This design comes from an exercise in tuning for small area and a short achievable clock period on the open sky130 flow, not from production work. Where RTL was checked, it was by simulation tests only, not by an equivalence proof against the original. Power is estimated from default activity; no workload was simulated.

==> flow/design.v <==
package usb_fifo_pkg;
  function automatic integer ptr_w(input integer depth);
    ptr_w = $clog2(depth) + 1;
  endfunction
  function automatic integer last_bit(input integer data_w);
    last_bit = data_w;
  endfunction
endpackage
module fifo_nand4 (
  input  logic a, b, c, d,
  output logic y
);
  assign y = ~(a & b & c & d);
endmodule
module fifo_nand2 (
  input  logic a, b,
  output logic y
);
  assign y = ~(a & b);
endmodule
module fifo_nor2 (
  input  logic a, b,
  output logic y
);
  assign y = ~(a | b);
endmodule
module fifo_nand3 (
  input  logic a, b, c,
  output logic y
);
  assign y = ~(a & b & c);
endmodule
module fifo_and_or #(
  parameter int N = 8
) (
  input  logic [N-1:0] s,
  input  logic [N-1:0] d,
  output logic         y
);
  assign y = |(s & d);
endmodule
module fifo_o21ai (
  input  logic a1, a2, b1,
  output logic y
);
  assign y = ~((a1 | a2) & b1);
endmodule
module fifo_gate_row #(
  parameter int N   = 16,
  parameter int K   = 4,
  parameter bit NOR = 1'b0,
  parameter int NG  = (N + K - 1) / K
) (
  input  logic [N-1:0]  a,
  output logic [NG-1:0] y
);
  for (genvar g = 0; g < NG; g++) begin : g_g
    localparam int W = (N - K * g < K) ? N - K * g : K;
    logic [W-1:0] x;
    assign x = a[K*g +: W];
    if (W == 1) begin : g_1
      assign y[g] = ~x[0];
    end else if (NOR) begin : g_nor
      if (W == 2) begin : g_2
        fifo_nor2 u (.a(x[0]), .b(x[1]), .y(y[g]));
      end else begin : g_w
        assign y[g] = ~|x;
      end
    end else begin : g_nand
      if (W == 2) begin : g_2
        fifo_nand2 u (.a(x[0]), .b(x[1]), .y(y[g]));
      end else if (W == 3) begin : g_3
        fifo_nand3 u (.a(x[0]), .b(x[1]), .c(x[2]), .y(y[g]));
      end else begin : g_4
        fifo_nand4 u (.a(x[0]), .b(x[1]), .c(x[2]), .d(x[3]), .y(y[g]));
      end
    end
  end
endmodule
module fifo_rd_bit #(
  parameter int NL = 16,
  parameter int NH = 16
) (
  input  logic [NL-1:0]    lo,
  input  logic [NH-1:0]    hi,
  input  logic [NL*NH-1:0] d,
  output logic             q
);
  localparam int N1 = (NH + 3) / 4;       
  localparam int N2 = (N1 + 1) / 2;       
  logic [NH-1:0] r_n;                     
  logic [N1-1:0] t1;
  logic [N2-1:0] t2;
  for (genvar h = 0; h < NH; h++) begin : g_row
    logic [1:0] p;
    for (genvar j = 0; j < 2; j++) begin : g_p
      fifo_and_or #(.N(NL / 2)) u_a (.s(lo[NL/2*j +: NL/2]), .d(d[NL*h + NL/2*j +: NL/2]), .y(p[j]));
    end
    fifo_o21ai u_h (.a1(p[0]), .a2(p[1]), .b1(hi[h]), .y(r_n[h]));
  end
  fifo_gate_row #(.N(NH), .K(4)) u_t1 (.a(r_n), .y(t1));
  if (N1 == 1) begin : g_q1
    assign q = t1[0];
  end else begin : g_q2
    fifo_gate_row #(.N(N1), .K(2), .NOR(1'b1)) u_t2 (.a(t1), .y(t2));
    if (N2 == 1) begin : g_q3
      assign q = ~t2[0];
    end else begin : g_q4
      fifo_gate_row #(.N(N2), .K(4)) u_t3 (.a(t2), .y(q));
    end
  end
endmodule
module sdp_ram #(
  parameter int WIDTH = 9,
  parameter int DEPTH = 256,
  parameter int NL    = 16,
  parameter int NH    = DEPTH / NL
) (
  input  logic             clk,
  input  logic             we,
  input  logic [NL-1:0]    wlo,
  input  logic [NH-1:0]    whi_n,
  input  logic [WIDTH-1:0] wdata,
  input  logic [NL-1:0]    rlo,
  input  logic [NH-1:0]    rhi,
  output logic [WIDTH-1:0] rdata
);
  logic [WIDTH-1:0] mem [DEPTH];
  logic [NL-1:0]    wlo_n;
  logic [DEPTH-1:0] wsel;
  for (genvar l = 0; l < NL; l++) begin : g_wlo
    fifo_nand2 u (.a(we), .b(wlo[l]), .y(wlo_n[l]));
  end
  for (genvar i = 0; i < DEPTH; i++) begin : g_sel
    fifo_nor2 u_w (.a(wlo_n[i % NL]), .b(whi_n[i / NL]), .y(wsel[i]));
  end
  always_ff @(posedge clk) begin
    for (int i = 0; i < DEPTH; i++) begin
      if (wsel[i]) begin
        mem[i] <= wdata;
      end
    end
  end
  for (genvar b = 0; b < WIDTH; b++) begin : g_rd
    logic [DEPTH-1:0] col;
    for (genvar i = 0; i < DEPTH; i++) begin : g_col
      assign col[i] = mem[i][b];
    end
    fifo_rd_bit #(.NL(NL), .NH(NH)) u (.lo(rlo), .hi(rhi), .d(col), .q(rdata[b]));
  end
endmodule
module usb_pkt_fifo #(
  parameter int DATA_W    = 8,
  parameter int DEPTH     = 256,
  parameter int AFULL_LVL = DEPTH - 8,
  parameter int PKT_W     = 8
) (
  input  logic                     clk,
  input  logic                     rst,
  input  logic                     wr_valid,
  input  logic [DATA_W-1:0]        wr_data,
  input  logic                     wr_last,
  input  logic                     wr_discard,
  output logic                     wr_ready,
  output logic                     wr_afull,
  output logic                     wr_overflow,
  output logic                     rd_valid,
  output logic [DATA_W-1:0]        rd_data,
  output logic                     rd_last,
  input  logic                     rd_ready,
  output logic [$clog2(DEPTH):0]   level,
  output logic [PKT_W-1:0]         pkt_count
);
  localparam int PW = usb_fifo_pkg::ptr_w(DEPTH);
  localparam int AW = PW - 1;
  localparam int EW = ((DATA_W) + 1);
  localparam int LB = usb_fifo_pkg::last_bit(DATA_W);
  localparam int LW = AW / 2;
  localparam int NL = 1 << LW;
  localparam int NH = DEPTH / NL;
  localparam logic [PKT_W-1:0] PKT_MAX = '1;
  logic [AW-1:0] wr_ptr;
  logic [AW-1:0] commit_ptr;
  logic [NL-1:0] rlo;
  logic [NH-1:0] rhi;
  logic [PW-1:0] clevel;
  logic          drop;
  logic          wr_ok;            
  logic          full;
  logic          rewind;
  logic          accept;
  logic          commit;
  logic          rd_fire;
  logic          avail;
  logic          load;
  logic          ovf;
  logic [EW-1:0] ram_q;
  logic [EW-1:0] head_q;
  assign full     = level[PW-1];
  assign wr_ready = !full && !rst;
  assign ovf     = wr_valid && full;
  assign rewind  = wr_discard || (drop && wr_valid && wr_last);
  assign accept  = wr_valid && wr_ok && !wr_discard;
  assign commit  = accept && wr_last;
  assign rd_fire = rd_valid && rd_ready;
  assign avail   = (clevel[PW-1:1] != '0) || (!rd_valid && clevel[0]);
  assign load    = avail && (!rd_valid || rd_ready);
  assign rd_data = head_q[DATA_W-1:0];
  assign rd_last = head_q[LB];
  function automatic logic afull_of(input logic [PW-1:0] v);
    afull_of = v >= PW'(AFULL_LVL);
  endfunction
  logic [PW-1:0] lvl_p1, lvl_m1, clv_m1;
  logic [AW-1:0] wr_ptr_p1;
  logic [PKT_W-1:0] pkt_up, pkt_dn;
  assign lvl_p1    = level + PW'(1);
  assign lvl_m1    = level - PW'(1);
  assign clv_m1    = clevel - PW'(1);
  assign wr_ptr_p1 = wr_ptr + AW'(1);
  assign pkt_up    = (pkt_count != PKT_MAX) ? pkt_count + PKT_W'(1) : pkt_count;
  assign pkt_dn    = (pkt_count != '0) ? pkt_count - PKT_W'(1) : pkt_count;
  logic [PW-1:0] level_nx, clevel_nx;
  logic          afull_nx;
  logic          drop_nx;
  always_comb begin
    if (rewind) begin
      level_nx = rd_fire ? clv_m1 : clevel;
      afull_nx = rd_fire ? afull_of(clv_m1) : afull_of(clevel);
    end else if (accept) begin
      level_nx = rd_fire ? level : lvl_p1;
      afull_nx = rd_fire ? afull_of(level) : afull_of(lvl_p1);
    end else begin
      level_nx = rd_fire ? lvl_m1 : level;
      afull_nx = rd_fire ? afull_of(lvl_m1) : afull_of(level);
    end
    if (commit) clevel_nx = rd_fire ? level : lvl_p1;
    else        clevel_nx = rd_fire ? clv_m1 : clevel;
    drop_nx = rewind ? 1'b0 : (drop || ovf);
  end
  logic [NL-1:0] wlo;
  logic [NH-1:0] whi_n;
  always_comb begin
    for (int l = 0; l < NL; l++) wlo[l] = (wr_ptr[LW-1:0] == l);
    for (int h = 0; h < NH; h++) whi_n[h] = (wr_ptr[AW-1:LW] != h);
  end
  sdp_ram #(
    .WIDTH (EW),
    .DEPTH (DEPTH),
    .NL    (NL)
  ) u_ram (
    .clk   (clk),
    .we    (!full),
    .wlo   (wlo),
    .whi_n (whi_n),
    .wdata ({wr_last, wr_data}),
    .rlo   (rlo),
    .rhi   (rhi),
    .rdata (ram_q)
  );
  always_ff @(posedge clk) begin
    if (load) begin
      head_q <= ram_q;
    end
  end
  always_ff @(posedge clk) begin
    if (rst) begin
      wr_ptr      <= '0;
      commit_ptr  <= '0;
      rlo         <= {{(NL-1){1'b0}}, 1'b1};
      rhi         <= {{(NH-1){1'b0}}, 1'b1};
      level       <= '0;
      clevel      <= '0;
      wr_afull    <= 1'b0;
      drop        <= 1'b0;
      wr_ok       <= 1'b1;
      rd_valid    <= 1'b0;
      wr_overflow <= 1'b0;
      pkt_count   <= '0;
    end else begin
      wr_overflow <= ovf;
      level       <= level_nx;
      clevel      <= clevel_nx;
      wr_afull    <= afull_nx;
      drop        <= drop_nx;
      wr_ok       <= !level_nx[PW-1] && !drop_nx;
      if (rewind) begin
        wr_ptr <= commit_ptr;
      end else if (accept) begin
        wr_ptr <= wr_ptr_p1;
      end
      if (commit) begin
        commit_ptr <= wr_ptr_p1;
      end
      if (load) begin
        rlo      <= {rlo[NL-2:0], rlo[NL-1]};
        if (rlo[NL-1]) begin
          rhi    <= {rhi[NH-2:0], rhi[NH-1]};
        end
        rd_valid <= 1'b1;
      end else if (rd_fire) begin
        rd_valid <= 1'b0;
      end
      case ({commit, rd_fire && rd_last})
        2'b10:   pkt_count <= pkt_up;
        2'b01:   pkt_count <= pkt_dn;
        default: ;
      endcase
    end
  end
endmodule
==> flow/config.mk <==
export PLATFORM = sky130hd
export DESIGN_NAME = usb_pkt_fifo
export DESIGN_NICKNAME = usb_pkt_fifo
export VERILOG_FILES = /design/flow/design.v
export SDC_FILE = /design/flow/constraint.sdc
export NUM_CORES = 4
export LEC_CHECK = 0
export CAP_MARGIN = 20
export CORE_MARGIN = 2
export CORE_UTILIZATION = 50
export CTS_CLUSTER_DIAMETER = 90
export CTS_CLUSTER_SIZE = 30
export SETUP_SLACK_MARGIN = 2.5
export SLEW_MARGIN = 20
export SYNTH_HIERARCHICAL = 1
export SYNTH_MINIMUM_KEEP_SIZE = 0
==> flow/constraint.sdc <==
create_clock -name core_clock -period 5.0 [get_ports {clk}]
set_input_delay 1.0000 -clock core_clock [delete_from_list [all_inputs] [get_ports {clk}]]
set_output_delay 1.0000 -clock core_clock [all_outputs]
set_load 0.01 [all_outputs]
run.sh (not shown) runs the stock make flow with config.mk's settings and CLKGATE_MAP_FILE= SYNTH_SCRIPT=/design/flow/synth_recipe.tcl, a recipe that flattens the netlist after the stock synthesis.
The starting point passed the timing, design-rule and antenna checks.
Next try:
--- a/flow/design.v
+++ b/flow/design.v
@@ -79,9 +79,10 @@
 endmodule
 module fifo_rd_bit #(
   parameter int NL = 16,
-  parameter int NH = 16
+  parameter int NH = 16,
+  parameter int NK = 4                    
 ) (
-  input  logic [NL-1:0]    lo,
+  input  logic [NK*NL-1:0] lo,
   input  logic [NH-1:0]    hi,
   input  logic [NL*NH-1:0] d,
   output logic             q
@@ -94,7 +95,11 @@
   for (genvar h = 0; h < NH; h++) begin : g_row
     logic [1:0] p;
     for (genvar j = 0; j < 2; j++) begin : g_p
-      fifo_and_or #(.N(NL / 2)) u_a (.s(lo[NL/2*j +: NL/2]), .d(d[NL*h + NL/2*j +: NL/2]), .y(p[j]));
+      fifo_and_or #(.N(NL / 2)) u_a (
+        .s (lo[NL * (h / (NH / NK)) + NL/2*j +: NL/2]),
+        .d (d[NL*h + NL/2*j +: NL/2]),
+        .y (p[j])
+      );
     end
     fifo_o21ai u_h (.a1(p[0]), .a2(p[1]), .b1(hi[h]), .y(r_n[h]));
   end
@@ -114,14 +119,15 @@
   parameter int WIDTH = 9,
   parameter int DEPTH = 256,
   parameter int NL    = 16,
-  parameter int NH    = DEPTH / NL
+  parameter int NH    = DEPTH / NL,
+  parameter int NK    = 4
 ) (
   input  logic             clk,
   input  logic             we,
   input  logic [NL-1:0]    wlo,
   input  logic [NH-1:0]    whi_n,
   input  logic [WIDTH-1:0] wdata,
-  input  logic [NL-1:0]    rlo,
+  input  logic [NK*NL-1:0] rlo,
   input  logic [NH-1:0]    rhi,
   output logic [WIDTH-1:0] rdata
 );
@@ -146,7 +152,7 @@
     for (genvar i = 0; i < DEPTH; i++) begin : g_col
       assign col[i] = mem[i][b];
     end
-    fifo_rd_bit #(.NL(NL), .NH(NH)) u (.lo(rlo), .hi(rhi), .d(col), .q(rdata[b]));
+    fifo_rd_bit #(.NL(NL), .NH(NH), .NK(NK)) u (.lo(rlo), .hi(rhi), .d(col), .q(rdata[b]));
   end
 endmodule
 module usb_pkt_fifo #(
@@ -181,8 +187,13 @@
   localparam logic [PKT_W-1:0] PKT_MAX = '1;
   logic [AW-1:0] wr_ptr;
   logic [AW-1:0] commit_ptr;
-  logic [NL-1:0] rlo;
+  localparam int NK = 4;
+  logic [NL-1:0] rlo [NK];
   logic [NH-1:0] rhi;
+  logic [NK*NL-1:0] rlo_all;
+  for (genvar k = 0; k < NK; k++) begin : g_rlo
+    assign rlo_all[NL*k +: NL] = rlo[k];
+  end
   logic [PW-1:0] clevel;
   logic          drop;
   logic          wr_ok;            
@@ -239,21 +250,24 @@
   end
   logic [NL-1:0] wlo;
   logic [NH-1:0] whi_n;
+  logic [NL-1:0] cp_lo;
+  logic [NH-1:0] cp_hi_n;
   always_comb begin
-    for (int l = 0; l < NL; l++) wlo[l] = (wr_ptr[LW-1:0] == l);
-    for (int h = 0; h < NH; h++) whi_n[h] = (wr_ptr[AW-1:LW] != h);
+    for (int l = 0; l < NL; l++) cp_lo[l] = (commit_ptr[LW-1:0] == l);
+    for (int h = 0; h < NH; h++) cp_hi_n[h] = (commit_ptr[AW-1:LW] != h);
   end
   sdp_ram #(
     .WIDTH (EW),
     .DEPTH (DEPTH),
-    .NL    (NL)
+    .NL    (NL),
+    .NK    (NK)
   ) u_ram (
     .clk   (clk),
-    .we    (!full),
+    .we    (accept),
     .wlo   (wlo),
     .whi_n (whi_n),
     .wdata ({wr_last, wr_data}),
-    .rlo   (rlo),
+    .rlo   (rlo_all),
     .rhi   (rhi),
     .rdata (ram_q)
   );
@@ -266,7 +280,9 @@
     if (rst) begin
       wr_ptr      <= '0;
       commit_ptr  <= '0;
-      rlo         <= {{(NL-1){1'b0}}, 1'b1};
+      wlo         <= {{(NL-1){1'b0}}, 1'b1};
+      whi_n       <= {{(NH-1){1'b1}}, 1'b0};
+      for (int k = 0; k < NK; k++) rlo[k] <= {{(NL-1){1'b0}}, 1'b1};
       rhi         <= {{(NH-1){1'b0}}, 1'b1};
       level       <= '0;
       clevel      <= '0;
@@ -285,15 +301,21 @@
       wr_ok       <= !level_nx[PW-1] && !drop_nx;
       if (rewind) begin
         wr_ptr <= commit_ptr;
+        wlo    <= cp_lo;
+        whi_n  <= cp_hi_n;
       end else if (accept) begin
         wr_ptr <= wr_ptr_p1;
+        wlo    <= {wlo[NL-2:0], wlo[NL-1]};
+        if (wlo[NL-1]) begin
+          whi_n <= {whi_n[NH-2:0], whi_n[NH-1]};
+        end
       end
       if (commit) begin
         commit_ptr <= wr_ptr_p1;
       end
       if (load) begin
-        rlo      <= {rlo[NL-2:0], rlo[NL-1]};
-        if (rlo[NL-1]) begin
+        for (int k = 0; k < NK; k++) rlo[k] <= {rlo[k][NL-2:0], rlo[k][NL-1]};
+        if (rlo[0][NL-1]) begin
           rhi    <= {rhi[NH-2:0], rhi[NH-1]};
         end
         rd_valid <= 1'b1;
=> Clock-buffer cell count fell by 18; register-to-register slack hardly moves; non-clock buffer count fell by 96; final cell count rose by 3.4%; via count rose by 1.5%; flip-flop and latch count rose by 80; global-route usage fell by 1.8 points; sequential share of layout area rose by 0.74 points; routed wire length fell by 3.7%; critical path depth fell by 1; total power barely changes; combinational power fell by 18%; fmax hardly moves.
For the second run of this note, only the layout was checked, not whether the RTL still works.

## re-timing with driven ports
The flow's constraints put no driver on any port. The routed layouts listed below were extracted and timed again, unchanged, in two steps.
Step 1, drivers: a clkbuf_16 drives clk and a buf_2 each remaining input, both assumed.
Step 2 times the ports against the registers' clock, not the clock port: input delays grow and output delays shrink by t, the midpoint of the rising clock arrivals with the driver on.
a / b / c = no drivers / after step 1 / after step 2; a / b = the first two.
run | t, ns | setup slack, ns | worst slew at a driven data input, ns
the first run | 0.847 | 2.427 / 2.411 / 1.817 | 0.08
the second run | 0.843 | 2.424 / 2.424 / 1.848 | 0.22
After both steps every run listed still meets setup and hold. The setup slack of the first run, which loses most, moves by -0.016 ns with the drivers and by -0.610 ns with both steps.
